Source: an optimization exercise on an open RTL-to-GDS flow (aim: small area, a short achievable clock period and few clock cycles). Production flows keep margins and buffers that such runs may drop.
RTL that was checked went through simulation tests only; none was proved equivalent to the original.
Function not checked in runs 1 to 3: the RTL went through the layout flow alone.
No activity file was given, so power comes from the tool's default toggle rates.

--- standard.sh ---
#!/bin/bash
# synth_recipe.tcl (not shown) runs the flow's synth.tcl, then flattens the netlist and writes it again
# the make line also repeats each setting of config.mk as NAME=value (left out here)
make -C /OpenROAD-flow-scripts/flow DESIGN_CONFIG=/design/flow/config.mk WORK_HOME=/design/flow/orfs CLKGATE_MAP_FILE= SYNTH_SCRIPT=/design/flow/synth_recipe.tcl "${@:-finish}"
--- flow/obuf_near_driver.tcl ---
# After global placement, for each output port whose register drives only the
# port's buffer, the register and the buffer are placed side by side on free,
# legal sites in the rows next to the port's pin; any other output buffer goes
# next to the cell that drives it. The buffers keep their size (dont_touch) so
# the registers see a small load. The placed pairs are held (FIRM) while
# detailed placement legalizes the rest around them and in later steps;
# flow/unfirm.tcl releases them after detailed routing.
set block [ord::get_db_block]
set core [$block getCoreArea]
set cx0 [$core xMin]; set cy0 [$core yMin]; set cx1 [$core xMax]; set cy1 [$core yMax]
set rows [$block getRows]
set row0 [lindex $rows 0]
set rowh [[$row0 getSite] getHeight]
set sitew [[$row0 getSite] getWidth]
set nrows [llength $rows]
foreach row $rows {
  set r [expr { ([lindex [$row getOrigin] 1] - $cy0) / $rowh }]
  set orient($r) [$row getOrient]
  set occ($r) {}
}
foreach inst [$block getInsts] {
  if { [$inst isFixed] } {
    set l [$inst getLocation]
    set r [expr { ([lindex $l 1] - $cy0) / $rowh }]
    if { [info exists occ($r)] } {
      lappend occ($r) [list [lindex $l 0] [expr { [lindex $l 0] + [[$inst getMaster] getWidth] }]]
    }
  }
}
proc snapdn { x x0 w } { expr { $x0 + int(floor(double($x - $x0) / $w)) * $w } }
proc snapup { x x0 w } { expr { $x0 + int(ceil(double($x - $x0) / $w)) * $w } }
# first free x >= x for width w in a row's interval list, or "" past hi
proc free_right { ivs x w hi x0 sw } {
  set x [snapup $x $x0 $sw]
  set moved 1
  while { $moved } {
    set moved 0
    foreach iv $ivs {
      if { [lindex $iv 0] < $x + $w && [lindex $iv 1] > $x } {
        set x [snapup [lindex $iv 1] $x0 $sw]; set moved 1
      }
    }
  }
  if { $x + $w > $hi } { return "" }
  return $x
}
# last free x <= x for width w, or "" below lo
proc free_left { ivs x w lo x0 sw } {
  set x [snapdn $x $x0 $sw]
  set moved 1
  while { $moved } {
    set moved 0
    foreach iv $ivs {
      if { [lindex $iv 0] < $x + $w && [lindex $iv 1] > $x } {
        set x [snapdn [expr { [lindex $iv 0] - $w }] $x0 $sw]; set moved 1
      }
    }
  }
  if { $x < $lo } { return "" }
  return $x
}

set pairs {}
set near_drv 0
foreach bterm [$block getBTerms] {
  if { [$bterm getIoType] != "OUTPUT" } { continue }
  set net [$bterm getNet]
  if { $net == "NULL" } { continue }
  set bpins [$bterm getBPins]
  if { [llength $bpins] == 0 } { continue }
  set bb [[lindex $bpins 0] getBBox]
  set px [expr { ([$bb xMin] + [$bb xMax]) / 2 }]
  set py [expr { ([$bb yMin] + [$bb yMax]) / 2 }]
  set buf ""
  foreach it [$net getITerms] {
    if { [$it isOutputSignal] } { set buf [$it getInst] }
  }
  if { $buf == "" } { continue }
  $buf setDoNotTouch 1
  set innet ""
  foreach it [$buf getITerms] {
    if { [$it isInputSignal] } { set innet [$it getNet] }
  }
  if { $innet == "" || $innet == "NULL" } { continue }
  set drv ""; set nload 0
  foreach it [$innet getITerms] {
    if { [$it isOutputSignal] } { set drv [$it getInst] } elseif { [$it isInputSignal] } { incr nload }
  }
  if { $drv == "" } { continue }
  if { $nload == 1 && [[$drv getMaster] isSequential] } {
    if { $px <= $cx0 } { set side L } elseif { $px >= $cx1 } { set side R } elseif { $py <= $cy0 } { set side B } else { set side T }
    set key [expr { $side == "L" || $side == "R" ? $py : $px }]
    lappend pairs [list $side $key $px $py $buf $drv]
  } else {
    set loc [$drv getLocation]
    $buf setLocation [lindex $loc 0] [lindex $loc 1]
    incr near_drv
  }
}

set firm {}
set placed 0
foreach p [lsort -integer -index 1 $pairs] {
  lassign $p side key px py buf drv
  set fw [[$drv getMaster] getWidth]
  set bw [[$buf getMaster] getWidth]
  set w [expr { $fw + $bw }]
  set r0 [expr { min(max(int(($py - $cy0) / $rowh), 0), $nrows - 1) }]
  set best ""; set bestcost 0
  if { $side == "B" || $side == "T" } {
    set want [expr { $px - $w / 2 }]
    for { set k 0 } { $k < 20 } { incr k } {
      set r [expr { $side == "B" ? $k : $nrows - 1 - $k }]
      foreach x [list [free_right $occ($r) $want $w $cx1 $cx0 $sitew] [free_left $occ($r) $want $w $cx0 $cx0 $sitew]] {
        if { $x == "" } { continue }
        set cost [expr { abs($x - $want) + $k * $rowh }]
        if { $best == "" || $cost < $bestcost } { set best [list $r $x]; set bestcost $cost }
      }
    }
  } else {
    for { set k -6 } { $k <= 6 } { incr k } {
      set r [expr { $r0 + $k }]
      if { $r < 0 || $r >= $nrows } { continue }
      if { $side == "L" } {
        set x [free_right $occ($r) $cx0 $w $cx1 $cx0 $sitew]
        if { $x == "" } { continue }
        set cost [expr { ($x - $cx0) + abs($k) * $rowh }]
      } else {
        set x [free_left $occ($r) [expr { $cx1 - $w }] $w $cx0 $cx0 $sitew]
        if { $x == "" } { continue }
        set cost [expr { ($cx1 - $w - $x) + abs($k) * $rowh }]
      }
      if { $best == "" || $cost < $bestcost } { set best [list $r $x]; set bestcost $cost }
    }
  }
  if { $best == "" } { continue }
  lassign $best r x
  set y [expr { $cy0 + $r * $rowh }]
  # the buffer on the pin's side of the register
  if { $side == "L" || (($side == "B" || $side == "T") && $px < $x + $w / 2) } {
    set bx $x; set fx [expr { $x + $bw }]
  } else {
    set fx $x; set bx [expr { $x + $fw }]
  }
  foreach {inst ix} [list $drv $fx $buf $bx] {
    $inst setOrient $orient($r)
    $inst setLocation $ix $y
    $inst setPlacementStatus FIRM
  }
  lappend occ($r) [list $x [expr { $x + $w }]]
  incr placed
}
puts "obuf_near_driver: $placed of [llength $pairs] registers and buffers put by their pins, $near_drv buffers moved to their drivers"
detailed_placement
estimate_parasitics -placement
--- constraint.sdc ---
create_clock -name core_clock -period 5.0 [get_ports {Clk}]
set_input_delay 1.0000 -clock core_clock [delete_from_list [all_inputs] [get_ports {Clk}]]
set_output_delay 1.0000 -clock core_clock [all_outputs]
set_load 0.01 [all_outputs]
--- design.v ---
package sha256_pkg;
  localparam int SHA_BLOCK_W   = 512;
  localparam int SHA_DIGEST_W  = 256;
  localparam int BLK_BYTES     = SHA_BLOCK_W / 8;
  localparam int LEN_FIELD_OFS = 56;
  localparam logic [7:0] PAD_BYTE = 8'h80;
  typedef enum logic [1:0] {
    PH_DATA = 2'd0,    
    PH_PAD  = 2'd1,    
    PH_LEN  = 2'd2     
  } pad_phase_t;
endpackage
import sha256_pkg::*;
module sha256_blk_buf (
  input  logic                   Clk,
  input  logic                   shift,      
  input  logic [7:0]             in_byte,
  input  logic                   load,       
  output logic [SHA_BLOCK_W-1:0] rd_data
);
  logic [SHA_BLOCK_W-1:0] stage_q;
  logic [SHA_BLOCK_W-1:0] out_q;
  always_ff @(posedge Clk) begin
    if (shift) begin
      stage_q <= {stage_q[SHA_BLOCK_W-9:0], in_byte};
    end
    if (load) begin
      out_q <= stage_q;
    end
  end
  assign rd_data = out_q;
endmodule
import sha256_pkg::*;
module sha256_msg_padder #(
  parameter int LEN_W   = 64,
  parameter int TIMEOUT = 4096
) (
  input  logic                   Clk,
  input  logic                   Rst,
  input  logic [7:0]             i_Byte,
  input  logic                   i_fValid,
  input  logic                   i_fLast,
  output logic                   o_fReady,
  output logic [SHA_BLOCK_W-1:0] o_Data,
  output logic                   o_fStart,
  output logic                   o_fFirst,
  input  logic                   i_fDone,
  output logic                   o_fMsgDone,
  output logic                   o_fErr
);
  localparam int TMO_W  = $clog2(TIMEOUT) + 1;    
  localparam int HI_W   = LEN_W - 9;              
  localparam int CH_W   = 8;                      
  localparam int N_CH   = (HI_W + CH_W - 1) / CH_W;
  sha256_pkg::pad_phase_t ph_q, ph_d;
  logic              need80_q, need80_d;
  logic [5:0]        pos_q, pos_d;           
  logic              full_q, full_d;         
  logic              s_final_q, s_final_d;   
  logic              first_pend_q, first_pend_d;
  logic              ready_q, ready_d;       
  logic [5:0]        lo_q, lo_d;             
  logic [HI_W-1:0]   hi_q, hi_d;             
  logic [N_CH-1:0]   cy_q, cy_d;             
  logic              hi_ones_q;
  logic              live_q;                 
  logic              start_q, busy_q, out_q, out_d;    
  logic              go_idle_q, go_ack_q, pad_go_q;
  logic              r_first_q, r_final_q;
  logic [TMO_W-1:0]  tcnt_q, tcnt_d;
  logic              msgdone_q, err_q, err_d;
  logic              rdy, accept, shift, xfer, ack, tmo, flush, near_tmo, len_end, clr, inc;
  logic [7:0]        in_byte, len_byte;
  logic [63:0]       len_field;
  assign len_field = {hi_q, lo_q, 3'b000};
  assign len_byte  = len_field[63 - 8*pos_q[2:0] -: 8];
  sha256_blk_buf u_buf (
    .Clk     (Clk),
    .shift   (shift),
    .in_byte (in_byte),
    .load    (xfer),
    .rd_data (o_Data)
  );
  always_comb begin
    rdy      = live_q & (ph_q == PH_DATA) & ~full_q & ~(out_q & tcnt_q[TMO_W-1]);
    accept   = i_fValid & rdy;
    ack      = out_q & i_fDone;
    tmo      = out_q & ~i_fDone & tcnt_q[TMO_W-1];
    near_tmo = out_q & ~i_fDone & (tcnt_q == TMO_W'(TIMEOUT - 1));
    flush    = tmo & ~r_final_q;
    xfer     = go_idle_q | (go_ack_q & i_fDone);    
    shift    = accept | pad_go_q;                    
    len_end  = (ph_q == PH_LEN) & shift & (pos_q == 6'd63);
    clr      = flush | len_end | ~live_q;
    inc      = (ph_q == PH_DATA) & accept;
    case (ph_q)
      PH_DATA: in_byte = i_Byte;
      PH_PAD:  in_byte = need80_q ? PAD_BYTE : 8'h00;
      default: in_byte = len_byte;
    endcase
    ph_d     = ph_q;
    need80_d = need80_q;
    case (ph_q)
      PH_DATA: if (accept && i_fLast) begin
        ph_d     = PH_PAD;
        need80_d = 1'b1;
      end
      PH_PAD: if (shift) begin
        need80_d = 1'b0;
        if (pos_q == 6'(LEN_FIELD_OFS - 1)) ph_d = PH_LEN;
      end
      default: if (len_end) ph_d = PH_DATA;
    endcase
    pos_d        = shift ? pos_q + 6'd1 : pos_q;
    full_d       = (shift & (pos_q == 6'd63)) | (full_q & ~xfer);
    s_final_d    = len_end | (s_final_q & ~xfer);
    first_pend_d = xfer ? s_final_q : first_pend_q;
    if (flush) begin
      ph_d         = PH_DATA;
      need80_d     = 1'b0;
      pos_d        = '0;
      full_d       = 1'b0;
      s_final_d    = 1'b0;
      first_pend_d = 1'b1;
    end
    ready_d = (ph_d == PH_DATA) & ~full_d & ~near_tmo;
    lo_d = lo_q + 6'(inc);
    hi_d = hi_inc;
    cy_d = cy_nxt;
    if (clr) begin
      lo_d = '0;
      hi_d = '0;
      cy_d = '0;
    end
    out_d  = (busy_q & ~out_q) | (out_q & ~i_fDone & ~tcnt_q[TMO_W-1]);
    tcnt_d = xfer ? '0 : (out_q ? tcnt_q + TMO_W'(1) : tcnt_q);
    err_d  = err_q | tmo | (inc & (lo_q == 6'd63) & hi_ones_q);
  end
  logic [HI_W-1:0] hi_inc;
  logic [N_CH-1:0] cy_nxt;
  for (genvar c = 0; c < N_CH; c++) begin : g_hi
    localparam int W = (c == N_CH - 1) ? HI_W - CH_W * c : CH_W;
    logic cin;
    assign cin = cy_q[c];
    assign hi_inc[CH_W*c +: W] = hi_q[CH_W*c +: W] + W'(cin);
    if (c + 1 < N_CH) begin : g_cy
      assign cy_nxt[c + 1] = cin & (&hi_q[CH_W*c +: W]);
    end
  end
  assign cy_nxt[0] = inc & (lo_q == 6'd63);
  always_ff @(posedge Clk or posedge Rst) begin
    if (Rst) begin
      ph_q         <= PH_DATA;
      need80_q     <= 1'b0;
      pos_q        <= '0;
      full_q       <= 1'b0;
      s_final_q    <= 1'b0;
      first_pend_q <= 1'b1;
      ready_q      <= 1'b0;
      live_q       <= 1'b0;
      start_q      <= 1'b0;
      busy_q       <= 1'b0;
      go_idle_q    <= 1'b0;
      go_ack_q     <= 1'b0;
      pad_go_q     <= 1'b0;
      out_q        <= 1'b0;
      msgdone_q    <= 1'b0;
      err_q        <= 1'b0;
    end else begin
      ph_q         <= ph_d;
      need80_q     <= need80_d;
      pos_q        <= pos_d;
      full_q       <= full_d;
      s_final_q    <= s_final_d;
      first_pend_q <= first_pend_d;
      ready_q      <= ready_d;
      live_q       <= 1'b1;
      start_q      <= xfer;
      busy_q       <= xfer | out_d;
      go_idle_q    <= full_d & ~(xfer | out_d);
      go_ack_q     <= full_d & out_d;
      pad_go_q     <= (ph_d != PH_DATA) & ~full_d;
      out_q        <= out_d;
      msgdone_q    <= ack & r_final_q;
      err_q        <= err_d;
    end
  end
  always_ff @(posedge Clk) begin
    lo_q      <= lo_d;
    hi_q      <= hi_d;
    cy_q      <= cy_d;
    hi_ones_q <= &hi_q;
  end
  always_ff @(posedge Clk) begin
    if (xfer) begin
      r_first_q <= first_pend_q;
      r_final_q <= s_final_q;
    end
    tcnt_q <= tcnt_d;
  end
  assign o_fReady   = ready_q;
  assign o_fStart   = start_q;
  assign o_fFirst   = r_first_q;
  assign o_fMsgDone = msgdone_q;
  assign o_fErr     = err_q;
endmodule
--- config.mk ---
export PLATFORM = sky130hd
export DESIGN_NAME = sha256_msg_padder
export DESIGN_NICKNAME = sha256_msg_padder
export VERILOG_FILES = /design/flow/design.v
export SDC_FILE = /design/flow/constraint.sdc
export NUM_CORES = 4
export LEC_CHECK = 0
export CAP_MARGIN = 20
export CORE_MARGIN = 2
export CORE_UTILIZATION = 40
export CTS_CLUSTER_DIAMETER = 150
export CTS_CLUSTER_SIZE = 30
export SETUP_SLACK_MARGIN = 2.8
export SLEW_MARGIN = 20
--- flow/unfirm.tcl ---
# Release the cells obuf_near_driver.tcl held in place.
foreach inst [[ord::get_db_block] getInsts] {
  if { [$inst getPlacementStatus] == "FIRM" } { $inst setPlacementStatus PLACED }
}
--- flow/run.sh ---
#!/bin/bash
# Own layout flow: the standard layout with two changes:
# - the port buffers are sky130_fd_sc_hd__buf_2 (buffer_ports' default pick is
#   a delay cell, clkdlybuf4s50_1);
# - after global placement the output buffers, and the registers that drive
#   only them, are moved next to their pins (flow/obuf_near_driver.tcl).
set -euo pipefail
WORK=$(cd "$(dirname "$0")/.." && pwd)
cd "$WORK"
bash standard.sh "BUFFER_PORTS_ARGS=-buffer_cell sky130_fd_sc_hd__buf_2" \
  "POST_GLOBAL_PLACE_TCL=$WORK/flow/obuf_near_driver.tcl" \
  "POST_DETAIL_ROUTE_TCL=$WORK/flow/unfirm.tcl" finish \
  > "$WORK/standard_finish.log" 2>&1
==> results.txt, run 1 <==
Synth warnings=2; Reg2Reg Setup Slack=~2.9 ns; largest net degree at the start of global routing=~130; CTS tree=done; Worst-Margin Slew=0.893 ns; Pins Over Slew Limit=0; I/O pin count=530; first-pass GRT wire length=104000 um; Buf/Inv on CP=1; DIE HEIGHT=between 300 and 400 um; placed inst area=~40000 sq um; Die W=approximately 300 um; Initial Utilization=a little over 40%; Worst Setup Start Kind=flop; Final Hold Fails=0; antenna-violating nets left=0; Final nets=between 2000 and 2500; total detailed-routing wirelength=around 76000 um; CTS hold repair buffers=0; VDD IR max=roughly 0.00032 V; clock sinks=roughly 1100; cell chain of the critical path=buf_2; Longest Clk Path Bufs=3; total power=~0.023 W; area of the core=88500 sq um; commonest non-fill, non-tap cells in the layout=edfxtp_1, buf_2, nor2_1; Worst EP arrival=between 1 and 1.5 ns; Seq/Total Area, Yosys=approximately 90%; Crit. End Element=output port; Finished Cell Area=41400 sq um; DRT iter0 DRCs=just under 2000; # rows=around 110; Vias/cell=around 4.7; residual DRC count=0; Pwr Density=564 nW/um^2; H-tree depth=2; GRT Overall Usage=around 16%; IO Port Bufs=between 500 and 600; DR pass1 iterations=5; WHS=0.433 ns; Max Cap Viol=0; Reg-to-Reg Start=pos_q[0]; final setup vio count=0; Unique masters post-synth=a little under 60; Worst R2R End=u_buf.stage_q[6]; wire per inst=~23 um; CP max stage delay=around 0.33 ns; Post-synth EDFFs=a little over 1000; P&R area growth vs syn=15.6%; Hold Path Stages=0; mapped cell area=about 36000 sq um; Synth Register Bits=between 1000 and 1500; Max-slew headroom=around two fifths; Mapped Nets=between 1500 and 2000; worst clock skew=between 0.02 and 0.03 ns; die area=around 92000 sq um; Max Clk Rate=~450 MHz; CP max stage cell=edfxtp_1; r2r worst-path depth=6; CTS clk-pin slew, worst paths=0.11 ns; TritonCTS buffer count=between 40 and 50; top cell type's share of synthesized area=between 80% and 90%; RSZ-0062 raised after global routing=true; Synth Instances=~1500; Vias=15400; critical path class=reg2out; vias in the first global route=about 15000; Synth area leaders=edfxtp_1, dfxtp_1, dfrtp_1; Clk Latency, worst-skew pair=~0.62 ns; GRT overflow=0; HPWL Detailed=55200 um; status=no timing/DRC/antenna violations; min-delay worst type=reg2reg; clk root buf=clkbuf_16; final cycle utilization of the critical path=around 44%; hold_sp=u_buf.stage_q[504]; initial antenna violation count=7; setup TNS=0 ns; peak fanout along the critical path=1; Final Critical Period=between 2 and 2.5 ns; share of cells above drive strength 1=roughly 30%; CP delay by family, top=flip-flops; Avg Inst Size Synth=between 20 and 25 sq um; cell taking the most area after synthesis=edfxtp_1; ys flop type=edfxtp_1; Leak=about 14 nW; Required @ worst endpoint=4.00 ns; Worst Hold Endpoint=u_buf.out_q[504]; asr flop ratio synth=just under 2%; fin util=~47%; most common cell after layout, fill and taps aside=edfxtp_1
==> how the worst max path moves through the flow <==
stage | from | to | slack (ns) | cells past startpoint
after detailed placement | pos_q[0] | u_buf.stage_q[4] | 1.70 | 6
after floorplan | i_fValid | pos_q[4] | 2.04 | 5
after CTS | u_buf.out_q[447] | o_Data[447] | 2.75 | 1
after global placement | i_fValid | u_buf.stage_q[420] | 1.72 | 5
final | u_buf.out_q[447] | o_Data[447] | 2.79 | 1
after global routing | u_buf.out_q[447] | o_Data[447] | 2.73 | 1
==> through the flow <==
| stage | setup slack, ns | cells |
|---|---|---|
| 6_report | 2.79 | 3290 |
| 5_1_grt | 2.73 | 3289 |
| 4_1_cts | 2.75 | 3286 |
| 3_5_place_dp | 1.70 | 3218 |
| 3_3_place_gp | 1.72 | 3218 |
| 2_1_floorplan | 2.04 | 1534 |
==> synthesized netlist by cell type, drive strengths merged (2+ instances only) <==
library cell and n:
mux4 8, nand2 21, nor2 87, clkbuf 3
a21oi 10, mux2 6, xnor2 28, and4 3
and2 19, ha 19, nor3 9, nor2b 3
a211oi 2, inv 11, dfxtp 82, o21ai 8
a221oi 5, a22oi 6, nand2b 3, nand3 32
xor2 30, edfxtp 1026, mux2i 6, dfrtp 21
and4bb 2, nor4b 2, a221o 5, nand4 21
or3 7, and3 18, buf 16
==> flip-flops by register name, indices dropped and copies added (netlist names), 2 cells and up <==
register,flops
cy_q,7
hi_q,55
lo_q,6
ph_q,2
pos_q,6
tcnt_q,13
u_buf.out_q,512
u_buf.stage_q,512
==> cell type report <==
class,instances,area (sq um)
diodes,1,2.50
clock buffers,58,1150
clock inverters,3,36.3
fillers,6902,47100
inverters,11,80.1
multi-input cells,374,2680
flip-flops and latches,1130,33000
well taps,1165,1460
repair buffers,546,2950
repair inverters,2,27.5
==> power breakdown <==
group	switching (W)	internal (W)	total, W
registers	0.00190	0.0144	0.0163
logic	0.00206	0.000852	0.00292
clock network	0.00254	0.00165	0.00418
==> per-layer routing <==
metal  track usage, %  vias to the layer above  wire [um]
li1                 -                     7064          -
met1             22.5                     7305      32600
met2             24.1                      903      34000
met3             3.40                       98       7080
met4             4.02                       10       1800
met5                0                        -         64
==> cells by family (layout without fill, tap and decap cells) <==
kind of cell    Yosys count  count (layout)  share of synthesized area [%]
flops                  1130            1130                           92.2
simple gates            231             231                           3.39
xor+xnor                 58              58                           1.42
compound gates           45              45                           1.01
buf+inv                  30             620                          0.454
mux                      20              20                          0.860
fa+ha+maj                19              19                          0.664
other cells               1               2                         0.0105
==> repair_timing <==
item                       CTS  global route
setup endpoints to repair  681           422
resized for setup           10             4
buffers inserted             4             2
cloned                       3             1
pin swaps                    1             1
==> inputs of run 2 (changes only) <==
--- a/flow/obuf_near_driver.tcl
+++ b/flow/obuf_near_driver.tcl
@@ -118,7 +118,7 @@
       }
     }
   } else {
-    for { set k -6 } { $k <= 6 } { incr k } {
+    for { set k -24 } { $k <= 24 } { incr k } {
       set r [expr { $r0 + $k }]
       if { $r < 0 || $r >= $nrows } { continue }
       if { $side == "L" } {
==> results.txt, run 2 <==
antenna-violating nets left=0; CTS tree=done; Post-synth EDFFs=1026; Synth Instances=~1500; TritonCTS buffer count=43; DRT iter0 DRCs=approximately 2000; Crit. End Element=flop; wire per inst=between 20 and 25 um; residual DRC count=0; Avg Inst Size Synth=~23 sq um; Vias/cell=around 4.6; Max Cap Viol=0; Synth warnings=2; Synth area leaders=edfxtp_1, dfxtp_1, dfrtp_1; Leak=roughly 14 nW; Mapped Nets=about 1600; # rows=109; Unique masters post-synth=58; Worst Setup Start Kind=input port; CTS hold repair buffers=0; clock sinks=approximately 1100; Int Power=between 0.015 and 0.02 W; Seq/Total Area, Yosys=between 90 and 100%; Clock power frac=roughly 18%; CTS clk-pin slew, worst paths=approximately 0.10 ns; first-pass GRT wire length=between 100000 and 150000 um; setup TNS=0 ns; Pins Over Slew Limit=0; Initial Utilization=40.4%; Required @ worst endpoint=around 5.3 ns; Pwr Density=566 nW/um^2; sw frac=between 20 and 30%; Worst-Margin Slew=between 0.8 and 0.9 ns; Vias=between 15000 and 20000; Max Clk Rate=around 460 MHz; most common cell in the synthesized netlist=edfxtp_1; VDD IR max=0.000419 V; placed cells=about 3200; IO Port Bufs=529; commonest non-fill, non-tap cells in the layout=edfxtp_1, buf_2, nor2_1; Die W=303 um; worst clock skew=approximately 0.024 ns; GRT Overall Usage=15.5%; Psw=0.00657 W; Max-slew headroom=between 40 and 50%; final cycle utilization of the critical path=a little over two fifths; fin util=between 40% and 50%; min-delay worst type=reg2reg; largest net degree at the start of global routing=128; top cells by count, synth=edfxtp_1, nor2_1, dfxtp_1; peak fanout along the critical path=86; ys flop type=edfxtp_1; P&R area growth vs syn=15.7%; Final Critical Period=roughly 2.2 ns; RSZ-0062 raised after global routing=true; r2r worst-path depth=4; Logic pwr share=12.4%; critical path class=in2reg; HPWL Detailed=54400 um; mapped cell area=roughly 36000 sq um; biggest regs=u_buf.out_q (512), u_buf.stage_q (512), hi_q (55); die area=91900 sq um; clk root buf=clkbuf_16; share of cells above drive strength 1=a little under 30%; GRT overflow=0; area of the core=~90000 sq um; Synth Register Bits=between 1000 and 1500; top cell type's share of synthesized area=between 80% and 90%; final setup vio count=0; Clk Latency, worst-skew pair=0.62 ns; Hold Path Stages=0; Final nets=roughly 2100; Worst EP arrival=~2.5 ns; DIE HEIGHT=around 300 um; vias in the first global route=about 15000; status=no timing/DRC/antenna violations; initial antenna violation count=8; most common cell after layout, fill and taps aside=edfxtp_1; Longest Clk Path Bufs=3; DR pass1 iterations=5; H-tree depth=2; total detailed-routing wirelength=roughly 75000 um; post-route insts no fill=~3300; cell taking the most area after synthesis=edfxtp_1; I/O pin count=530; part of the power in registers=69.5%; Final Hold Fails=0; asr flop ratio synth=under 10%
## run 2: metrics by stage
step                      power [W]  hold slack [ns]  instance area [sq um]  setup WS [ns]
after floorplan              0.0170            0.400                  35900           2.04
after global placement       0.0185            0.401                  40000           1.72
after detailed placement     0.0193            0.408                  40000           1.68
after CTS                    0.0236            0.432                  41400           2.77
after global routing         0.0244            0.438                  41400           2.76
final                        0.0234            0.432                  41400           2.83
## run 2: kinds of logic after synthesis
logic type / after synthesis / share of synthesized area, %
flops: 1130 / 92.2
fa+ha+maj: 19 / 0.664
mux: 20 / 0.860
xor+xnor: 58 / 1.42
simple gates: 231 / 3.39
compound gates: 45 / 1.01
buf+inv: 30 / 0.454
other cells: 1 / 0.0105
## run 2: worst paths after layout
path / startpoint / end / slack (ns)
worst max-delay path: i_fValid / u_buf.stage_q[243] / 2.83
worst min-delay path: u_buf.stage_q[504] / u_buf.out_q[504] / 0.43
worst max register to register: live_q / u_buf.stage_q[243] / 2.84
worst min register to register: u_buf.stage_q[504] / u_buf.out_q[504] / 0.43
max in group asynchronous: Rst / pos_q[0] / 3.80
min in group asynchronous: Rst / s_final_q / 0.56
## run 2: repair_timing
item / 4_1_cts / 5_1_grt
resized for setup: 10 / 5
hold endpoints to repair: 0 / 0
setup buffers: 5 / 1
gates cloned: 3 / 0
pin swaps: 1 / 1
setup endpoints to repair: 751 / 568
## run 2: per-layer routing
metal  vias up  part of all wire (%)  wire length [um]  GRT usage (%)
li1       7082                     -                 -              -
met1      7291                    42             31900           21.8
met2       866                    46             34800           24.7
met3        95                   8.5              6360           2.96
met4         6                   2.6              1970           4.36
met5         -                 0.045                34              0
## run 2: power groups by stage
stage | logic (W) | clock network [W] | registers (W)
2_1_floorplan | 0.00140 | 0 | 0.0156
4_1_cts | 0.00293 | 0.00439 | 0.0163
6_report | 0.00291 | 0.00425 | 0.0163
5_1_grt | 0.00318 | 0.00468 | 0.0165
3_3_place_gp | 0.00279 | 0 | 0.0157
3_5_place_dp | 0.00275 | 0 | 0.0166
## run 2: area by class of cell
type / instances / area [sq um]
Timing Repair inverter: 1 / 20.0
Tap cell: 1165 / 1460
Inverter: 11 / 80.1
Clock inverter: 4 / 60.1
Clock buffer: 67 / 1170
Timing Repair Buffer: 546 / 2930
Antenna cell: 3 / 7.51
Fill cell: 6880 / 47100
Sequential cell: 1130 / 33000
Multi-Input combinational cell: 374 / 2680
## run 2: critical path, cell delays in order
cell and delay, ns:
buf_2 0.10, and3b_2 0.23, a21oi_4 0.34, clkinv_16 0.24
buf_16 0.37
==> inputs of run 3 (changes only) <==
--- a/design.v
+++ b/design.v
@@ -65,11 +65,11 @@
   logic              hi_ones_q;
   logic              live_q;                 
   logic              start_q, busy_q, out_q, out_d;    
-  logic              go_idle_q, go_ack_q, pad_go_q;
+  logic              go_idle_q, go_ack_q, pad_go_q, shift_en_q;
   logic              r_first_q, r_final_q;
   logic [TMO_W-1:0]  tcnt_q, tcnt_d;
   logic              msgdone_q, err_q, err_d;
-  logic              rdy, accept, shift, xfer, ack, tmo, flush, near_tmo, len_end, clr, inc;
+  logic              accept, shift, xfer, ack, tmo, flush, near_tmo, len_end, clr, inc;
   logic [7:0]        in_byte, len_byte;
   logic [63:0]       len_field;
   assign len_field = {hi_q, lo_q, 3'b000};
@@ -82,14 +82,13 @@
     .rd_data (o_Data)
   );
   always_comb begin
-    rdy      = live_q & (ph_q == PH_DATA) & ~full_q & ~(out_q & tcnt_q[TMO_W-1]);
-    accept   = i_fValid & rdy;
+    accept   = i_fValid & shift_en_q & ~pad_go_q;
     ack      = out_q & i_fDone;
     tmo      = out_q & ~i_fDone & tcnt_q[TMO_W-1];
     near_tmo = out_q & ~i_fDone & (tcnt_q == TMO_W'(TIMEOUT - 1));
     flush    = tmo & ~r_final_q;
     xfer     = go_idle_q | (go_ack_q & i_fDone);    
-    shift    = accept | pad_go_q;                    
+    shift    = (i_fValid | pad_go_q) & shift_en_q;   
     len_end  = (ph_q == PH_LEN) & shift & (pos_q == 6'd63);
     clr      = flush | len_end | ~live_q;
     inc      = (ph_q == PH_DATA) & accept;
@@ -163,6 +162,7 @@
       go_idle_q    <= 1'b0;
       go_ack_q     <= 1'b0;
       pad_go_q     <= 1'b0;
+      shift_en_q   <= 1'b0;
       out_q        <= 1'b0;
       msgdone_q    <= 1'b0;
       err_q        <= 1'b0;
@@ -180,6 +180,7 @@
       go_idle_q    <= full_d & ~(xfer | out_d);
       go_ack_q     <= full_d & out_d;
       pad_go_q     <= (ph_d != PH_DATA) & ~full_d;
+      shift_en_q   <= ready_d | ((ph_d != PH_DATA) & ~full_d);
       out_q        <= out_d;
       msgdone_q    <= ack & r_final_q;
       err_q        <= err_d;
==> results.txt, run 3 <==
status=no timing/DRC/antenna violations; Vias/cell=4.73; ys flop type=edfxtp_1; cell chain of the critical path=buf_8 > ha_2 > o211ai_4 > or4_4 > and3_4 > and3_1; GR peak layer=met2; most common cell after layout, fill and taps aside=edfxtp_1; worst clock skew=0.0314 ns; Seq/Total Area, Yosys=between 90% and 100%; CP max stage delay=roughly 0.62 ns; Hold Path Stages=0; Crit. End Element=flop; Unique masters post-synth=slightly above 50; biggest regs=u_buf.out_q (512), u_buf.stage_q (512), hi_q (55); initial antenna violation count=1; fin util=a little under half; total detailed-routing wirelength=approximately 76000 um; residual DRC count=0; H-tree depth=2; top cell type's share of synthesized area=86.3%; Reg2Reg Setup Slack=2.82 ns; Worst EP arrival=between 2 and 3 ns; Final Hold Fails=0; ant diodes=0; IO Port Bufs=about 530; Vias=about 16000; met3 Usage GRT=approximately 2.7%; Synth Register Bits=1131; final cycle utilization of the critical path=between 40% and 50%; Die W=303 um; Final Critical Period=between 2 and 2.5 ns; top cells by count, synth=edfxtp_1, nor2_1, dfxtp_1; clock sinks=around 1100; GRT overflow=0; peak fanout along the critical path=24; Synth warnings=2; Pins Over Slew Limit=0; HPWL Detailed=56500 um; # rows=~110; Longest Clk Path Bufs=3; setup TNS=0 ns; CP delay by family, top=simple AND/OR/NAND/NOR gates; clk root buf=clkbuf_16; CTS tree=done; grt met1 use=23.4%; Required @ worst endpoint=between 5 and 6 ns; DIE HEIGHT=~300 um; antenna-violating nets left=0; min-delay worst type=reg2reg; TritonCTS buffer count=43; I/O pin count=530; Synth Instances=1547; Worst Hold Endpoint=u_buf.out_q[506]; Post-synth EDFFs=about 1000; commonest non-fill, non-tap cells in the layout=edfxtp_1, buf_2, nor2_1; largest net degree at the start of global routing=around 150; Leak=approximately 14 nW; Worst-Margin Slew=approximately 0.92 ns; RSZ-0062 raised after global routing=true; Mapped Nets=between 1500 and 2000; CP max stage cell=or4_4; Initial Utilization=40.4%; Reg-to-Reg Start=pos_q[0]; Buf/Inv on CP=1; Clk Latency, worst-skew pair=between 0.6 and 0.7 ns; Worst Setup Start Kind=flop; first-pass GRT wire length=about 110000 um; cell taking the most area after synthesis=edfxtp_1; r2r worst-path depth=6; Final nets=approximately 2200; Max-slew headroom=~38%; most common cell in the synthesized netlist=edfxtp_1; VDD IR max=around 0.00028 V; final setup vio count=0; Worst R2R End=cy_q[3]; vias in the first global route=approximately 15000; hold_sp=u_buf.stage_q[506]; CTS clk-pin slew, worst paths=around 0.12 ns; P&R area growth vs syn=15.7%; Avg Inst Size Synth=between 20 and 25 sq um; mapped cell area=roughly 36000 sq um; asr flop ratio synth=~2.0%; Max Clk Rate=459 MHz; DRT iter0 DRCs=approximately 1900; share of cells above drive strength 1=29.6%; Max Cap Viol=0; Pwr Density=between 500 and 600 nW/um^2; DR pass1 iterations=5; routing usage on met2=24.7%; critical path class=reg2reg; wire per inst=roughly 23 um; Synth area leaders=edfxtp_1, dfxtp_1, dfrtp_1; die area=91700 sq um; area of the core=between 80000 and 90000 sq um; GRT Overall Usage=between 10% and 20%
## run 3: changes by cell type after synthesis, moves of 4 or more
cell,previous run,this run
a221o_1,5,0
a221oi_1,5,0
and2_1,19,23
mux2i_1,6,11
mux4_2,8,4
nand2_1,21,27
o21ai_0,7,13
## run 3: area by class of cell
cell class / instances / area, sq um
Clock buffer: 49 / 1100
Clock inverter: 3 / 43.8
Timing Repair Buffer: 556 / 2990
Inverter: 10 / 60.1
Sequential cell: 1131 / 33000
Tap cell: 1165 / 1460
Multi-Input combinational cell: 390 / 2660
Fill cell: 6970 / 47000
## run 3: report_power, final
part / switching (W) / leakage [nW] / internal [W]
Clock: 0.00252 / 0.557 / 0.00159
Sequential: 0.00190 / 10.4 / 0.0141
Combinational: 0.00181 / 3.13 / 0.000744
Total: 0.00622 / 14.1 / 0.0164
## run 3: routing by layer
layer	share of wire, %	up-vias
met3	8.9	78
li1	-	7118
met1	43	7495
met4	1.9	2
met5	0.017	-
met2	46	928
## run 3: cell families (layout without fill, tap and decap cells)
group	Yosys count	count (layout)	share of synthesized area [%]
AND/OR/NAND/NOR	236	237	3.26
other	1	1	0.0105
multiplexers	20	20	0.718
adder cells (fa/ha/maj)	19	19	0.666
AO/OA/AOI/OAI	52	52	0.949
flip-flops	1131	1131	92.5
XOR/XNOR	61	61	1.52
buffers and inverters	27	618	0.413
## run 3: metrics by stage
| stage | worst slack (ns) | hold slack [ns] | power [W] | cell area (sq um) | instances |
|---|---|---|---|---|---|
| 2_1_floorplan | -4.31 | 0.400 | 0.0167 | 35800 | 1547 |
| 3_3_place_gp | 2.15 | 0.401 | 0.0178 | 40000 | 3244 |
| 3_5_place_dp | 2.07 | 0.412 | 0.0187 | 40000 | 3244 |
| 4_1_cts | 2.75 | 0.437 | 0.0229 | 41300 | 3304 |
| 5_1_grt | 2.76 | 0.447 | 0.0235 | 41300 | 3304 |
| 6_report | 2.82 | 0.430 | 0.0227 | 41300 | 3304 |
## run 3: worst max path at each step
stage / from / endpoint / cells after the start
after floorplan: i_fValid / u_buf.stage_q[0] / 2
after global placement: i_fDone / u_buf.out_q[28] / 4
after detailed placement: i_fDone / u_buf.out_q[280] / 4
after CTS: pos_q[0] / cy_q[6] / 6
after global routing: pos_q[0] / cy_q[3] / 6
final: pos_q[0] / cy_q[3] / 6
## run 3: repair_timing
item	in CTS	in global routing
gates cloned	1	0
pin swaps	2	0
hold buffers	0	0
buffers inserted	7	0
hold endpoints to repair	0	0
gates resized for setup	7	11
setup endpoints to repair	350	346
==> inputs of run 4 (changes only) <==
--- a/design.v
+++ b/design.v
@@ -66,6 +66,8 @@
   logic              live_q;                 
   logic              start_q, busy_q, out_q, out_d;    
   logic              go_idle_q, go_ack_q, pad_go_q, shift_en_q;
+  logic              tmo_pre_q;              
+  logic              len_last_q;             
   logic              r_first_q, r_final_q;
   logic [TMO_W-1:0]  tcnt_q, tcnt_d;
   logic              msgdone_q, err_q, err_d;
@@ -84,12 +86,12 @@
   always_comb begin
     accept   = i_fValid & shift_en_q & ~pad_go_q;
     ack      = out_q & i_fDone;
-    tmo      = out_q & ~i_fDone & tcnt_q[TMO_W-1];
+    tmo      = tmo_pre_q & ~i_fDone;                  
     near_tmo = out_q & ~i_fDone & (tcnt_q == TMO_W'(TIMEOUT - 1));
     flush    = tmo & ~r_final_q;
     xfer     = go_idle_q | (go_ack_q & i_fDone);    
     shift    = (i_fValid | pad_go_q) & shift_en_q;   
-    len_end  = (ph_q == PH_LEN) & shift & (pos_q == 6'd63);
+    len_end  = len_last_q & pad_go_q;                 
     clr      = flush | len_end | ~live_q;
     inc      = (ph_q == PH_DATA) & accept;
     case (ph_q)
@@ -163,6 +165,8 @@
       go_ack_q     <= 1'b0;
       pad_go_q     <= 1'b0;
       shift_en_q   <= 1'b0;
+      tmo_pre_q    <= 1'b0;
+      len_last_q   <= 1'b0;
       out_q        <= 1'b0;
       msgdone_q    <= 1'b0;
       err_q        <= 1'b0;
@@ -181,6 +185,8 @@
       go_ack_q     <= full_d & out_d;
       pad_go_q     <= (ph_d != PH_DATA) & ~full_d;
       shift_en_q   <= ready_d | ((ph_d != PH_DATA) & ~full_d);
+      tmo_pre_q    <= near_tmo;
+      len_last_q   <= (ph_d == PH_LEN) & (pos_d == 6'd63);
       out_q        <= out_d;
       msgdone_q    <= ack & r_final_q;
       err_q        <= err_d;
--- a/config.mk
+++ b/config.mk
@@ -10,5 +10,5 @@
 export CORE_UTILIZATION = 40
 export CTS_CLUSTER_DIAMETER = 150
 export CTS_CLUSTER_SIZE = 30
-export SETUP_SLACK_MARGIN = 2.8
+export SETUP_SLACK_MARGIN = 3.0
 export SLEW_MARGIN = 20
==> results.txt, run 4 <==
status=no timing/DRC/antenna violations; cell chain of the critical path=buf_2; Worst Setup Start Kind=flop; setup TNS=0 ns; GRT Overall Usage=16.1%; residual DRC count=0; asr flop ratio synth=under 10%; GRT overflow=0; die area=about 92000 sq um; H-tree depth=2; final setup vio count=0; P&R area growth vs syn=16.3%; worst clock skew=a little under 0.02 ns; critical path class=reg2out; Max Cap Viol=0; Worst-Margin Slew=between 0.9 and 1 ns; Leak=~16 nW; Pwr Density=approximately 340 nW/um^2; Longest Clk Path Bufs=3; DRT iter0 DRCs=2122; Final nets=approximately 2200; FF/Latch Area=~33000 sq um; Mapped Nets=~1600; Vias=~16000; total detailed-routing wirelength=78900 um; DR pass1 iterations=5; commonest non-fill, non-tap cells in the layout=edfxtp_1, buf_2, nor2_1; IO Port Bufs=~530; HPWL Detailed=between 50000 and 60000 um; Seq/Total Area, Yosys=between 90 and 100%; Post-synth EDFFs=1026; most common cell after layout, fill and taps aside=edfxtp_1; Vias/cell=around 4.8; Required @ worst endpoint=around 4 ns; CP max stage delay=about 0.40 ns; Clk Latency, worst-skew pair=~0.60 ns; clock sinks=around 1100; I/O pin count=530; TritonCTS buffer count=43; # rows=between 100 and 150; area of the core=between 80000 and 90000 sq um; Pins Over Slew Limit=0; initial antenna violation count=4; Final Hold Fails=0; Synth warnings=2; share of cells above drive strength 1=~30%; multi-input logic area=between 2000 and 3000 sq um; top cells by count, synth=edfxtp_1, nor2_1, dfxtp_1; filler instances=6957; RSZ-0062 raised after global routing=true; CP max stage cell=dfrtp_1; CTS hold repair buffers=0; final cycle utilization of the critical path=43.1%; post-route insts no fill=around 3300; CTS tree=done; Max-slew headroom=approximately 37%; CP delay by family, top=flip-flops; DIE HEIGHT=303 um; antenna-violating nets left=0; Crit. End Element=output port; ys flop type=edfxtp_1; Die W=between 300 and 400 um; Initial Utilization=a little over 40%; vias in the first global route=15000; biggest regs=u_buf.out_q (512), u_buf.stage_q (512), hi_q (55); VDD IR max=a little under 0.0003 V; Avg Inst Size Synth=between 20 and 25 sq um; Final Critical Period=around 2.2 ns; top cell type's share of synthesized area=~86%; mapped cell area=35800 sq um; WHS=between 0.4 and 0.5 ns; first-pass GRT wire length=roughly 110000 um; wire per inst=approximately 24 um; peak fanout along the critical path=2; Synth Instances=roughly 1500; Buf/Inv on CP=1; largest net degree at the start of global routing=111; Worst EP arrival=approximately 1.2 ns; fin util=47.0%; min-delay worst type=reg2reg; Unique masters post-synth=58; Synth area leaders=edfxtp_1, dfxtp_1, dfrtp_1; most common cell in the synthesized netlist=edfxtp_1; placed cells=between 3000 and 4000; clk root buf=clkbuf_16; CTS clk-pin slew, worst paths=0.12 ns; cell taking the most area after synthesis=edfxtp_1; Synth Register Bits=about 1100; Max Clk Rate=between 400 and 500 MHz
## run 4: cell count changes after synthesis, sizes merged, moves of 3 or more
cell,previous run,this run
nor2,88,96
nand3,35,28
mux2,5,0
xnor2,29,34
a22oi,7,11
a311oi,4,0
mux4,4,8
xor2,32,28
a21oi,12,9
and2,23,20
nor3b,0,3
o21ai,13,10
## run 4: final timing paths
check	end	slack (ns)	cells past startpoint	start
max	o_fErr	2.84	1	err_q
min	u_buf.stage_q[138]	0.45	0	u_buf.stage_q[130]
max reg2reg	u_buf.stage_q[5]	3.07	6	pos_q[0]
min reg2reg	u_buf.stage_q[138]	0.45	0	u_buf.stage_q[130]
max in group asynchronous	pos_q[0]	3.73	2	Rst
min in group asynchronous	pos_q[3]	0.60	2	Rst
## run 4: final cells by class
class	count	share of cell area, %
Multi-Input combinational cell	385	6.58
Clock inverter	3	0.0810
Timing Repair inverter	2	0.0660
Clock buffer	58	2.77
Inverter	11	0.243
Tap cell	1165	3.50
Antenna cell	1	0.00600
Timing Repair Buffer	567	7.43
Sequential cell	1133	79.3
## run 4: what timing repair did
action	CTS	global route
setup endpoints to repair	1402	796
pin swaps	3	6
gates cloned	2	1
hold endpoints to repair	0	0
gates resized for setup	14	14
setup buffers	9	14
## run 4: cells by family after synthesis
kind of cell	Yosys count	share of synthesized area (%)
xor gates and xnor gates	62	1.54
adders and majority gates	19	0.663
other	1	0.0105
DFF	1133	92.3
AOI/OAI and AO/OA	48	0.988
and+or+nand+nor	236	3.32
buffers and inverters	28	0.394
muxes	19	0.810
## run 4: through the flow
step                      cell area, sq um  total power, W  setup WS [ns]
after global routing                 41700          0.0148           2.75
after global placement               40100          0.0104           1.89
after CTS                            41500          0.0145           2.78
final                                41700          0.0144           2.84
after floorplan                      36000          0.0104           1.99
after detailed placement             40100          0.0104           1.85
## run 4: power by group
part / switching, W / internal, W
Clock: 0.00255 / 0.00165
Sequential: 0.000000402 / 0.0102
Combinational: 0.0000162 / 0.00000436
Total: 0.00256 / 0.0118
## run 4: layer usage
layer | wire [um] | part of all wire [%] | up-vias | GRT usage, %
met3 | 6680 | 8.5 | 88 | 2.63
met2 | 37300 | 47 | 974 | 25.9
li1 | - | - | 7154 | -
met4 | 1610 | 2.0 | 2 | 3.72
met5 | 13 | 0.016 | - | 0
met1 | 33300 | 42 | 7639 | 23.3
Testbench counts of run 4, summed over its fixed seeds: cycles 56,712.
==> inputs of run 5 (changes only) <==
--- a/config.mk
+++ b/config.mk
@@ -10,5 +10,5 @@
 export CORE_UTILIZATION = 40
 export CTS_CLUSTER_DIAMETER = 150
 export CTS_CLUSTER_SIZE = 30
-export SETUP_SLACK_MARGIN = 3.0
+export SETUP_SLACK_MARGIN = 2.6
 export SLEW_MARGIN = 20
==> results.txt, run 5 <==
ys flop type=edfxtp_1; peak fanout along the critical path=about 110; Clk Latency, worst-skew pair=a little over 0.6 ns; Reg2Reg Setup Slack=roughly 2.7 ns; Post-synth EDFFs=between 1000 and 1500; area of the core=88600 sq um; Crit. End Element=flop; P&R area growth vs syn=15.4%; final cycle utilization of the critical path=between 40 and 50%; Synth warnings=2; critical path class=in2reg; DRT iter0 DRCs=1949; GRT Overall Usage=16.2%; r2r worst-path depth=6; cell taking the most area after synthesis=edfxtp_1; top cell type's share of synthesized area=86.0%; first-pass GRT wire length=about 110000 um; VDD IR max=between 0.0002 and 0.0003 V; Final Critical Period=roughly 2.3 ns; Synth Instances=about 1500; Worst Hold Endpoint=u_buf.out_q[511]; setup TNS=0 ns; mapped cell area=between 30000 and 40000 sq um; top cells by count, synth=edfxtp_1, nor2_1, dfxtp_1; Die W=a little over 300 um; Pwr Density=approximately 350 nW/um^2; Avg Inst Size Synth=23.2 sq um; Final Hold Fails=0; die area=a little over 90000 sq um; Unique masters post-synth=58; GRT overflow=0; Reg-to-Reg Start=pos_q[1]; CTS hold repair buffers=0; Longest Clk Path Bufs=3; Worst EP arrival=roughly 2.6 ns; antenna-violating nets left=0; clock sinks=1133; Hold Path Stages=0; worst clock skew=0.0235 ns; largest net degree at the start of global routing=181; CTS clk-pin slew, worst paths=0.10 ns; initial antenna violation count=3; IO Port Bufs=529; Pins Over Slew Limit=0; hold_sp=u_buf.stage_q[511]; placed inst area=about 40000 sq um; Worst R2R End=u_buf.stage_q[6]; most common cell after layout, fill and taps aside=edfxtp_1; clk root buf=clkbuf_16; share of cells above drive strength 1=between 20% and 30%; Vias/cell=4.74; commonest non-fill, non-tap cells in the layout=edfxtp_1, buf_2, nor2_1; CTS tree=done; most common cell in the synthesized netlist=edfxtp_1; biggest regs=u_buf.out_q (512), u_buf.stage_q (512), hi_q (55); TritonCTS buffer count=between 40 and 50; WHS=0.433 ns; status=no timing/DRC/antenna violations; Vias=around 16000; Max Clk Rate=around 440 MHz; Required @ worst endpoint=~5.3 ns; vias in the first global route=roughly 15000; Synth area leaders=edfxtp_1, dfxtp_1, dfrtp_1; Leak=16.3 nW; filler instances=6960; Max Cap Viol=0; residual DRC count=0; HPWL Detailed=just under 60000 um; H-tree depth=2; final setup vio count=0; Seq/Total Area, Yosys=92.3%; DR pass1 iterations=5; # rows=around 110; Worst-Margin Slew=between 1 and 1.5 ns; DIE HEIGHT=303 um; RSZ-0062 raised after global routing=false; fin worst setup slack=2.71 ns; Mapped Nets=approximately 1600; wire per inst=between 20 and 25 um; Post-Place Setup Slack=about 1.7 ns; fin util=46.7%; Worst Setup Start Kind=input port; asr flop ratio synth=under 10%; Final nets=around 2200; total detailed-routing wirelength=roughly 80000 um; Max-slew headroom=between 20% and 30%; I/O pin count=530; min-delay worst type=reg2reg; Finished Cell Area=~41000 sq um; Synth Register Bits=~1100; Initial Utilization=40.4%
-- run 5: cell counts after synthesis --
No cell type changed its count.
-- run 5: per-stage QoR --
stage | power, W | std cells
3_3_place_gp | 0.0104 | 3239
3_5_place_dp | 0.0104 | 3239
6_report | 0.0143 | 3304
5_1_grt | 0.0148 | 3303
4_1_cts | 0.0145 | 3302
2_1_floorplan | 0.0104 | 1546
-- run 5: worst max-delay path: stages --
cell and delay (ns):
buf_2 0.17, a21oi_4 0.12, inv_8 0.51, buf_4 0.50
-- run 5: layout make-up --
| class | count | area (sq um) | share of cell area [%] |
|---|---|---|---|
| Sequential cell | 1133 | 33100 | 80.0 |
| Timing Repair Buffer | 549 | 2900 | 7.00 |
| Multi-Input combinational cell | 385 | 2680 | 6.47 |
| Tap cell | 1165 | 1460 | 3.52 |
| Clock buffer | 56 | 1120 | 2.72 |
| Inverter | 11 | 75.1 | 0.181 |
| Clock inverter | 3 | 41.3 | 0.0998 |
| Timing Repair inverter | 1 | 16.3 | 0.0393 |
| Antenna cell | 1 | 2.50 | 0.00605 |
-- run 5: repair_timing --
item | CTS | global route
gates resized for setup | 5 | 1
pin swaps | 1 | 1
setup buffers | 3 | 1
setup endpoints to repair | 10 | 2
gates cloned | 1 | 0
-- run 5: how the worst max path moves through the flow --
stage	from	to	slack, ns
global route	pos_q[1]	u_buf.stage_q[6]	2.61
global placement	pos_q[0]	u_buf.stage_q[6]	1.74
floorplan	i_fValid	len_last_q	1.99
finish	i_fDone	u_buf.out_q[88]	2.71
CTS	pos_q[1]	u_buf.stage_q[6]	2.70
detailed placement	pos_q[0]	u_buf.stage_q[6]	1.65
-- run 5: where the power goes --
group          total [W]  switching (W)  leakage (nW)  internal (W)
clock network    0.00416        0.00255         0.564       0.00161
logic          0.0000207      0.0000167          3.67    0.00000406
registers         0.0102    0.000000221          12.0        0.0102
-- run 5: cells by family after synthesis --
group,after synthesis,synth area share [%]
multiplexers,19,0.810
XOR/XNOR,62,1.54
AND/OR/NAND/NOR,236,3.32
buffers and inverters,28,0.394
AO/OA/AOI/OAI,48,0.988
adder cells (fa/ha/maj),19,0.663
other,1,0.0105
flip-flops,1133,92.3
-- run 5: layer usage --
metal	global-route usage, %	part of all wire (%)
met1	23.3	42
met2	25.7	46
met3	2.73	8.8
met4	4.69	2.7
met5	0	0.014
==> inputs of run 6 (changes only) <==
--- a/flow/run.sh
+++ b/flow/run.sh
@@ -9,5 +9,6 @@
 cd "$WORK"
 bash standard.sh "BUFFER_PORTS_ARGS=-buffer_cell sky130_fd_sc_hd__buf_2" \
   "POST_GLOBAL_PLACE_TCL=$WORK/flow/obuf_near_driver.tcl" \
-  "POST_DETAIL_ROUTE_TCL=$WORK/flow/unfirm.tcl" finish \
+  "POST_DETAIL_ROUTE_TCL=$WORK/flow/unfirm.tcl" \
+  "CTS_ARGS=-sink_clustering_enable -repair_clock_nets -sink_clustering_size 30 -sink_clustering_max_diameter 150 -sink_clustering_levels 2" finish \
   > "$WORK/standard_finish.log" 2>&1
--- a/flow/obuf_near_driver.tcl
+++ b/flow/obuf_near_driver.tcl
@@ -4,7 +4,8 @@
 # next to the cell that drives it. The buffers keep their size (dont_touch) so
 # the registers see a small load. The placed pairs are held (FIRM) while
 # detailed placement legalizes the rest around them and in later steps;
-# flow/unfirm.tcl releases them after detailed routing.
+# flow/unfirm.tcl releases them (placement and dont_touch) after detailed
+# routing, before the final global_connect.
 set block [ord::get_db_block]
 set core [$block getCoreArea]
 set cx0 [$core xMin]; set cy0 [$core yMin]; set cx1 [$core xMax]; set cy1 [$core yMax]
==> flow/unfirm.tcl (replaced) <==
# Release the cells obuf_near_driver.tcl held in place and kept from resizing,
# so that the final global_connect hooks up their supply pins too.
foreach inst [[ord::get_db_block] getInsts] {
  if { [$inst getPlacementStatus] == "FIRM" } { $inst setPlacementStatus PLACED }
  if { [$inst isDoNotTouch] } { $inst setDoNotTouch 0 }
}
global_connect
--- a/config.mk
+++ b/config.mk
@@ -10,5 +10,5 @@
 export CORE_UTILIZATION = 40
 export CTS_CLUSTER_DIAMETER = 150
 export CTS_CLUSTER_SIZE = 30
-export SETUP_SLACK_MARGIN = 2.6
+export SETUP_SLACK_MARGIN = 2.8
 export SLEW_MARGIN = 20
==> results.txt, run 6 <==
asr flop ratio synth=2.21%; vias in the first global route=roughly 15000; Synth warnings=2; worst clock skew=between 0.03 and 0.04 ns; most common cell in the synthesized netlist=edfxtp_1; first-pass GRT wire length=106000 um; Unique masters post-synth=between 50 and 60; area of the core=approximately 89000 sq um; Max Clk Rate=around 460 MHz; most common cell after layout, fill and taps aside=edfxtp_1; residual DRC count=0; # rows=around 110; total power=~0.014 W; Mapped Nets=1578; Post-synth EDFFs=about 1000; Reg-to-Reg Start=pos_q[0]; VDD IR max=approximately 0.0003 V; hold_sp=u_buf.stage_q[506]; total detailed-routing wirelength=77400 um; Worst-Margin Slew=0.962 ns; Clk Latency, worst-skew pair=between 0.6 and 0.7 ns; ys flop type=edfxtp_1; Vias/cell=~4.7; setup TNS=0 ns; Leak=between 15 and 20 nW; clock sinks=1133; Final Critical Period=2.16 ns; P&R area growth vs syn=15.6%; HPWL Detailed=roughly 57000 um; top cells by count, synth=edfxtp_1, nor2_1, dfxtp_1; die area=92000 sq um; top cell type's share of synthesized area=between 80% and 90%; mapped cell area=approximately 36000 sq um; DR pass1 iterations=6; Vias=~16000; Initial Utilization=slightly above 40%; status=no timing/DRC/antenna violations; share of cells above drive strength 1=29.3%; IO Port Bufs=between 500 and 600; Buf/Inv on CP=1; DIE HEIGHT=just over 300 um; RSZ-0062 raised after global routing=true; Avg Inst Size Synth=23.2 sq um; cell chain of the critical path=buf_2; CP max stage delay=~0.4 ns; final setup vio count=0; antenna-violating nets left=0; Crit. End Element=output port; peak fanout along the critical path=1; fin util=between 40% and 50%; min-delay worst type=reg2reg; Die W=slightly above 300 um; largest net degree at the start of global routing=roughly 160; final cycle utilization of the critical path=a little over two fifths; CP Launch Point=u_buf.out_q[275]; Synth Register Bits=1133; cell taking the most area after synthesis=edfxtp_1; biggest regs=u_buf.out_q (512), u_buf.stage_q (512), hi_q (55); Worst EP arrival=roughly 1.2 ns; CTS clk-pin slew, worst paths=roughly 0.10 ns; critical path class=reg2out; H-tree depth=2; Pins Over Slew Limit=0; Longest Clk Path Bufs=3; Seq/Total Area, Yosys=between 90 and 100%; commonest non-fill, non-tap cells in the layout=edfxtp_1, buf_2, nor2_1; CP delay by family, top=flip-flops; GRT overflow=0; initial antenna violation count=5; GRT Overall Usage=15.9%; Max-slew headroom=around 35%; Required @ worst endpoint=~4.0 ns; Final nets=2157; Pwr Density=347 nW/um^2; Synth area leaders=edfxtp_1, dfxtp_1, dfrtp_1; Max Cap Viol=0; Final Hold Fails=0; CP max stage cell=edfxtp_1; CTS tree=done; Worst Setup Start Kind=flop; clk root buf=clkbuf_16; wire per inst=23.4 um; TritonCTS buffer count=43; DRT iter0 DRCs=1952; I/O pin count=530; Synth Instances=about 1500
## run 6: cell counts after synthesis
Identical to the previous run, type by type.
## run 6: worst paths after layout
check / to / slack [ns] / depth (start not counted)
setup reg to reg: u_buf.stage_q[4] / 2.94 / 5
hold / removal: u_buf.out_q[506] / 0.43 / 0
setup / recovery: o_Data[275] / 2.84 / 1
max in group asynchronous: pos_q[0] / 4.02 / 2
min in group asynchronous: full_q / 0.47 / 2
hold reg to reg: u_buf.out_q[506] / 0.43 / 0
## run 6: final cells by class
type | count | area (sq um)
Timing Repair inverter | 1 | 16.3
Sequential cell | 1133 | 33100
Antenna cell | 3 | 7.51
Clock buffer | 56 | 1120
Timing Repair Buffer | 550 | 2920
Multi-Input combinational cell | 385 | 2670
Tap cell | 1165 | 1460
Clock inverter | 4 | 57.6
Inverter | 11 | 83.8
Fill cell | 7014 | 47200
## run 6: kinds of logic (layout without fill, tap and decap cells)
group	count (synthesis)	count (layout)	share of synthesized area (%)
flip-flops	1133	1133	92.3
AND/OR/NAND/NOR	236	236	3.32
XOR/XNOR	62	62	1.54
AO/OA/AOI/OAI	48	48	0.988
buffers and inverters	28	622	0.394
adder cells (fa/ha/maj)	19	19	0.663
multiplexers	19	19	0.810
other	1	4	0.0105
## run 6: timing repair
action,CTS,global route
hold buffers,0,0
cloned,1,0
resized for setup,7,4
pin swaps,1,2
buffers inserted,4,3
setup endpoints to repair,353,328
## run 6: metrics by stage
step	area, sq um	cells	hold WS [ns]	worst slack, ns
floorplan	35900	1546	0.400	1.99
global placement	40100	3237	0.401	1.77
detailed placement	40100	3237	0.408	1.76
CTS	41400	3302	0.432	2.78
global route	41400	3306	0.440	2.76
finish	41400	3308	0.432	2.84
## run 6: power breakdown
| part | internal (W) | switching, W |
|---|---|---|
| registers | 0.0102 | 0.000000320 |
| clock network | 0.00162 | 0.00256 |
| logic | 0.00000456 | 0.0000169 |
## run 6: per-layer routing
layer	up-vias	share of wire, %	GRT usage (%)	wire, um
met5	-	0.030	0	23
met4	4	2.9	4.83	2210
met3	106	8.7	2.78	6730
met2	924	47	25.2	36100
met1	7390	42	22.7	32400
li1	7118	-	-	-
==> inputs of run 7 (changes only) <==
--- a/flow/run.sh
+++ b/flow/run.sh
@@ -9,6 +9,5 @@
 cd "$WORK"
 bash standard.sh "BUFFER_PORTS_ARGS=-buffer_cell sky130_fd_sc_hd__buf_2" \
   "POST_GLOBAL_PLACE_TCL=$WORK/flow/obuf_near_driver.tcl" \
-  "POST_DETAIL_ROUTE_TCL=$WORK/flow/unfirm.tcl" \
-  "CTS_ARGS=-sink_clustering_enable -repair_clock_nets -sink_clustering_size 30 -sink_clustering_max_diameter 150 -sink_clustering_levels 2" finish \
+  "POST_DETAIL_ROUTE_TCL=$WORK/flow/unfirm.tcl" finish \
   > "$WORK/standard_finish.log" 2>&1
==> results.txt, run 7 <==
vias in the first global route=14800; Reg-to-Reg Start=pos_q[0]; Required @ worst endpoint=about 4.0 ns; DIE HEIGHT=303 um; final setup vio count=0; Worst EP arrival=about 1.2 ns; Pwr Density=about 350 nW/um^2; GRT Overall Usage=between 15 and 20%; Vias/cell=approximately 4.7; Synth Instances=1546; HPWL Detailed=57400 um; TritonCTS buffer count=43; Max-slew headroom=between 30% and 40%; Max Cap Viol=0; CP max stage cell=edfxtp_1; P&R area growth vs syn=15.6%; ys flop type=edfxtp_1; GRT overflow=0; residual DRC count=0; share of cells above drive strength 1=29.3%; largest net degree at the start of global routing=between 150 and 200; DR pass1 iterations=6; Reg2Reg Setup Slack=around 3 ns; Logic pwr share=less than 1%; Worst-Margin Slew=about 0.96 ns; critical path class=reg2out; Initial Utilization=40.4%; min-delay worst type=reg2reg; cell chain of the critical path=buf_2; RSZ-0062 raised after global routing=true; status=no timing/DRC/antenna violations; initial antenna violation count=5; IO Port Bufs=529; Psw=between 0.002 and 0.003 W; Die W=303 um; CTS tree=done; Avg Inst Size Synth=around 23 sq um; Worst Hold Endpoint=u_buf.out_q[506]; clk root buf=clkbuf_16; VDD IR max=0.000306 V; Seq/Total Area, Yosys=92.3%; first-pass GRT wire length=~110000 um; Synth area leaders=edfxtp_1, dfxtp_1, dfrtp_1; final cycle utilization of the critical path=about 43%; CTS hold repair buffers=0; DRT iter0 DRCs=1952; CP max stage delay=about 0.39 ns; I/O pin count=between 500 and 600; top cell type's share of synthesized area=86.0%; r2r worst-path depth=5; worst clock skew=between 0.03 and 0.04 ns; Crit. End Element=output port; Buf/Inv on CP=1; asr flop ratio synth=2.21%; Int Power=roughly 0.012 W; Clk Latency, worst-skew pair=approximately 0.62 ns; sw frac=between 15 and 20%; Max Clk Rate=between 400 and 500 MHz; CTS clk-pin slew, worst paths=about 0.10 ns; Vias=15500; antenna-violating nets left=0; most common cell in the synthesized netlist=edfxtp_1; # rows=roughly 110; most common cell after layout, fill and taps aside=edfxtp_1; mapped cell area=approximately 36000 sq um; Clock power frac=just under 30%; CP delay by family, top=flip-flops; clock sinks=between 1000 and 1500; Mapped Nets=1578; Unique masters post-synth=58; area of the core=88600 sq um; total power=approximately 0.014 W; part of the power in registers=between 70% and 80%; Synth warnings=2; Hold Path Stages=0; total detailed-routing wirelength=just under 80000 um; Final Critical Period=roughly 2.2 ns; Final Hold Fails=0; top cells by count, synth=edfxtp_1, nor2_1, dfxtp_1; Pins Over Slew Limit=0; peak fanout along the critical path=1; setup TNS=0 ns; biggest regs=u_buf.out_q (512), u_buf.stage_q (512), hi_q (55); Synth Register Bits=between 1000 and 1500; Longest Clk Path Bufs=3; Final nets=between 2000 and 2500; wire per inst=approximately 23 um; H-tree depth=2; Worst R2R End=u_buf.stage_q[4]; Leak=~16 nW; Worst Setup Start Kind=flop; hold_sp=u_buf.stage_q[506]; cell taking the most area after synthesis=edfxtp_1; die area=about 90000 sq um; commonest non-fill, non-tap cells in the layout=edfxtp_1, buf_2, nor2_1; Post-synth EDFFs=slightly above 1000
==> run 7: cell counts after synthesis <==
No cell type changed its count.
==> run 7: cell families after synthesis <==
family | count (synthesis) | share of synthesized area (%)
flip-flops | 1133 | 92.3
AND/OR/NAND/NOR | 236 | 3.32
XOR/XNOR | 62 | 1.54
AO/OA/AOI/OAI | 48 | 0.988
buffers and inverters | 28 | 0.394
adder cells (fa/ha/maj) | 19 | 0.663
multiplexers | 19 | 0.810
other | 1 | 0.0105
==> run 7: routing by layer <==
metal | global-route usage [%] | up-vias | part of all wire, %
li1 | - | 7118 | -
met1 | 22.7 | 7390 | 42
met2 | 25.2 | 924 | 47
met3 | 2.78 | 106 | 8.7
met4 | 4.83 | 4 | 2.9
met5 | 0 | - | 0.030
==> run 7: repair_timing <==
action | CTS | global route
setup buffers | 4 | 3
hold endpoints to repair | 0 | 0
resized for setup | 7 | 4
endpoints found under the setup margin | 353 | 328
pin swaps | 1 | 2
gates cloned | 1 | 0
==> run 7: final cells by class <==
| type | count | area (sq um) |
|---|---|---|
| timing repair buffer | 550 | 2920 |
| clock inverter | 4 | 57.6 |
| clock buffer | 56 | 1120 |
| timing repair inverter | 1 | 16.3 |
| fill | 7014 | 47200 |
| multi-input combinational | 385 | 2670 |
| antenna | 3 | 7.51 |
| inverter | 11 | 83.8 |
| sequential | 1133 | 33100 |
| tap | 1165 | 1460 |
==> run 7: worst max-delay path by stage <==
stage                     startpoint                to  slack, ns  cells after the start
global placement            pos_q[0]  u_buf.stage_q[6]       1.77                      5
CTS                 u_buf.out_q[111]       o_Data[111]       2.78                      1
detailed placement          pos_q[0]  u_buf.stage_q[6]       1.76                      5
finish              u_buf.out_q[275]       o_Data[275]       2.84                      1
global route         u_buf.out_q[55]        o_Data[55]       2.76                      1
floorplan                   i_fValid        len_last_q       1.99                      5
==> run 7: power by group through the flow <==
stage | registers, W | clock network, W | logic [W]
after floorplan | 0.0104 | 0 | 0.0000108
after global placement | 0.0104 | 0 | 0.0000217
after detailed placement | 0.0104 | 0 | 0.0000223
after CTS | 0.0102 | 0.00432 | 0.0000223
after global routing | 0.0102 | 0.00462 | 0.0000241
final | 0.0102 | 0.00418 | 0.0000215
==> run 7: stage by stage <==
stage	setup WS (ns)	hold WS [ns]	utilization, %	area, sq um	instances
floorplan	1.99	0.400	-	35900	1546
CTS	2.78	0.432	46.7	41400	3302
global placement	1.77	0.401	45.2	40100	3237
detailed placement	1.76	0.408	45.2	40100	3237
finish	2.84	0.432	46.7	41400	3308
global route	2.76	0.440	46.7	41400	3306
==> run 7: worst register-to-register path, stage by stage, from the launching register on <==
cell and delay, ns:
dfrtp_4 0.44, buf_4 0.12, buf_4 0.26, mux4_2 0.53, a221oi_1 0.36, o21ai_1 0.09

static timing again, ports no longer ideal:
Ports are ideal in the flow. The routed layouts listed here were re-timed in OpenROAD.
Step 1, drivers: a clkbuf_16 drives Clk and a buf_2 each remaining input, both assumed.
Step 2 also shifts input and output timing later by t, the mid clock arrival at the registers, as if the neighbouring blocks saw the same clock.
Slacks: ideal / step 1 / step 2; pairs: ideal / step 1.
run | shift t [ns] | setup slack, ns | clock arrival spread, ns | slew at the worst register clock pin (ns)
run 1 | 0.653 | 2.786 / 2.731 / 2.228 | 0.033 / 0.033 | 0.12 / 0.12
run 2 | 0.663 | 2.833 / 2.780 / 2.176 | 0.026 / 0.026 | 0.12 / 0.12
run 3 | 0.645 | 2.822 / 2.804 / 2.247 | 0.037 / 0.037 | 0.12 / 0.12
run 4 | 0.649 | 2.843 / 2.787 / 2.472 | 0.023 / 0.023 | 0.12 / 0.12
run 5 | 0.655 | 2.706 / 2.707 / 2.051 | 0.028 / 0.029 | 0.12 / 0.12
run 6 | 0.663 | 2.840 / 2.782 / 2.286 | 0.031 / 0.032 | 0.12 / 0.12
run 7 | 0.663 | 2.840 / 2.782 / 2.286 | 0.031 / 0.032 | 0.12 / 0.12
After both steps setup and hold are still met in every run listed. For run 2, which loses most, drivers alone change the setup slack by -0.053 ns; drivers and shift together by -0.657 ns.
